This design comes from an exercise in tuning for small area, a short achievable clock period and few clock cycles per item on the open sky130 flow, not from production work. Only simulation tests tie the RTL to the original design; equivalence was not proved. Power and IR drop assume default switching activity.

Design wheel_color_strip_generator_top, start of the top module:
module wheel_color_strip_generator_top
(
   input  logic        clock,
   input  logic        reset,
   input  logic        req_tvalid,
   output logic        req_tready,
   input  logic [63:0] req_tdata,    
   output logic        rsp_tvalid,
   input  logic        rsp_tready,
   output logic [31:0] rsp_tdata,    
   output logic        rsp_tlast,    
   input  logic        csr_psel,
   input  logic        csr_penable,
   input  logic        csr_pwrite,
   input  logic [4:0]  csr_paddr,
   input  logic [31:0] csr_pwdata,
   output logic [31:0] csr_prdata,
   output logic        csr_pready
);
Size in the first run: roughly 4100 cells after synthesis, ~340 flip-flops, roughly 180 I/O pins, ~36000 µm² of cells after synthesis.
Settings: LEC_CHECK=0, CAP_MARGIN=20, CORE_MARGIN=2, CORE_UTILIZATION=55, CTS_BUF_LIST=sky130_fd_sc_hd__clkbuf_4, SLEW_MARGIN=40, SYNTH_MEMORY_MAX_BITS=16384; clock period 22.0 ns.
run.sh (not shown) runs the stock make flow with config.mk's settings and CLKGATE_MAP_FILE= SYNTH_SCRIPT=/design/flow/synth_recipe.tcl, a recipe that flattens the netlist after the stock synthesis.
Testbench counts at the start, summed over its fixed seeds: cycles 19,520, items 3,072.
Next try:
Settings changed: CTS_CLUSTER_SIZE set to 30, SLEW_MARGIN 40 to 60.
Die area is unchanged.
Cell area rises by about 0.7%.
Setup slack gets better by 540 ps.
Cell count barely changes.


wheel_color_strip_generator_top, a different RTL version from the one above (not shown whole).
For scale: roughly 4100 cells after synthesis, roughly 330 flip-flops, roughly 180 I/O pins, about 36000 µm² of cells after synthesis.
clock: 22.0 ns
lec_check: 0
cap_margin: 20
core_margin: 2
core_utilization: 55
cts_buf_list: sky130_fd_sc_hd__clkbuf_4
cts_cluster_size: 30
slew_margin: 90
synth_memory_max_bits: 16384
The baseline never finished: it broke off in 3_5_place_dp.
Testbench counts at the start, summed over its fixed seeds: cycles 19,520, items 3,072.
Change:
Settings changed: CORE_UTILIZATION 55 to 50, SLEW_MARGIN 90 to 60.
=>
- With this change the flow passed the timing, design-rule and antenna checks
- area after synthesis is unchanged
- synthesized cell count does not change
Change:
Settings changed: CORE_UTILIZATION 50 to 55, SLEW_MARGIN 60 to 75.
What happened: The changed run produced a clean layout. Via count increases by 1.5%. Total power increases by 5.9%. Clock-buffer cell count increases by 1. Global-route usage increases by 1.1 points. Area after synthesis is unchanged.
Change:
Settings changed: SLEW_MARGIN 75 to 60.
What happened: Setup slack loses 0.21 ns; total power fell by 6.4%; via count shrinks by 1.8%; critical path depth rose by 1; final area fell by 4.0%; area after synthesis is unchanged.


Starting RTL as in the previous note.
// wheel_color_strip_generator_top
module wheel_color_strip_generator_top
(
   input  logic        clock,
   input  logic        reset,
   input  logic        req_tvalid,
   output logic        req_tready,
   input  logic [63:0] req_tdata,    
   output logic        rsp_tvalid,
   input  logic        rsp_tready,
   output logic [31:0] rsp_tdata,    
   output logic        rsp_tlast,    
   input  logic        csr_psel,
   input  logic        csr_penable,
   input  logic        csr_pwrite,
   input  logic [4:0]  csr_paddr,
   input  logic [31:0] csr_pwdata,
   output logic [31:0] csr_prdata,
   output logic        csr_pready
);
export LEC_CHECK = 0
export CAP_MARGIN = 20
export CORE_MARGIN = 2
export CORE_UTILIZATION = 55
export CTS_BUF_LIST = sky130_fd_sc_hd__clkbuf_8
export CTS_CLUSTER_SIZE = 30
export SLEW_MARGIN = 60
export SYNTH_MEMORY_MAX_BITS = 16384
create_clock -name core_clock -period 22.0 [get_ports {clock}]
The first run finished with timing, DRC and antenna clean.
Testbench counts at the start, summed over its fixed seeds: cycles 19,520, items 3,072.
Edit:
SLEW_MARGIN = 75   (was 60)
After rerunning: The changed run finished clean; final cell count climbs slightly; worst hold slack loses 0.011 ns; global-route usage climbs by 0.20 points; sequential share of layout area drops by 0.80 points; cell area climbs by a few percent; wire length climbs slightly; count of clock-buffer cells in the layout drops by 1; die area does not change.
Edit:
CTS_BUF_LIST = sky130_fd_sc_hd__clkbuf_4   (was sky130_fd_sc_hd__clkbuf_8)
SLEW_MARGIN = 50   (was 75)
Worst hold slack barely changes.
Clock power went down slightly.
Die area stays the same.
Core utilization went down by 2.7 points.
Wire length went down slightly.
Worst setup slack loses 0.26 ns.
Global-route usage barely changes.
Clock-buffer cell count went up by 73.
Cell area went down by a few percent.
Sequential power stays flat.

==> re-timing with driven ports <==
Ports are ideal in the flow. The routed layouts listed here were re-timed in OpenROAD.
Step 1 (the two cells are an assumption about what drives the block):
set clk [get_ports {clock}]
set_driving_cell -lib_cell sky130_fd_sc_hd__clkbuf_16 $clk
set_driving_cell -lib_cell sky130_fd_sc_hd__buf_2 [delete_from_list [all_inputs] $clk]
Step 2, shift: input delay + t, output delay - t, t = (earliest + latest rising clock arrival at the registers) / 2. This alone moves slack from input paths to output paths.
Three values: no drivers, after step 1, after step 2; two values: the first two.
| run | t, ns | slack for setup (ns) | worst setup path at the end | cell pins on the clock port's net |
|---|---|---|---|---|
| the first run of note 1 | 0.895 | 10.699 / 10.638 / 10.638 | input to output | 1 |
| the second run of note 1 | 0.888 | 11.238 / 11.178 / 11.178 | input to output | 1 |
| the second run of note 2 | 0.908 | 10.848 / 10.819 / 10.819 | input to output | 1 |
| the third run of note 2 | 0.902 | 11.463 / 11.427 / 11.427 | input to output | 1 |
| the fourth run of note 2 | 0.915 | 11.257 / 11.218 / 11.218 | input to output | 1 |
| the first run of note 3 | 0.751 | 11.250 / 11.210 / 11.210 | input to output | 1 |
| the second run of note 3 | 0.752 | 11.455 / 11.419 / 11.419 | input to output | 1 |
| the third run of note 3 | 0.903 | 11.195 / 11.151 / 11.151 | input to output | 1 |
After both steps every run listed still meets setup and hold. The setup slack of the first run of note 1, which loses most, moves by -0.061 ns with the drivers and by -0.061 ns with both steps.
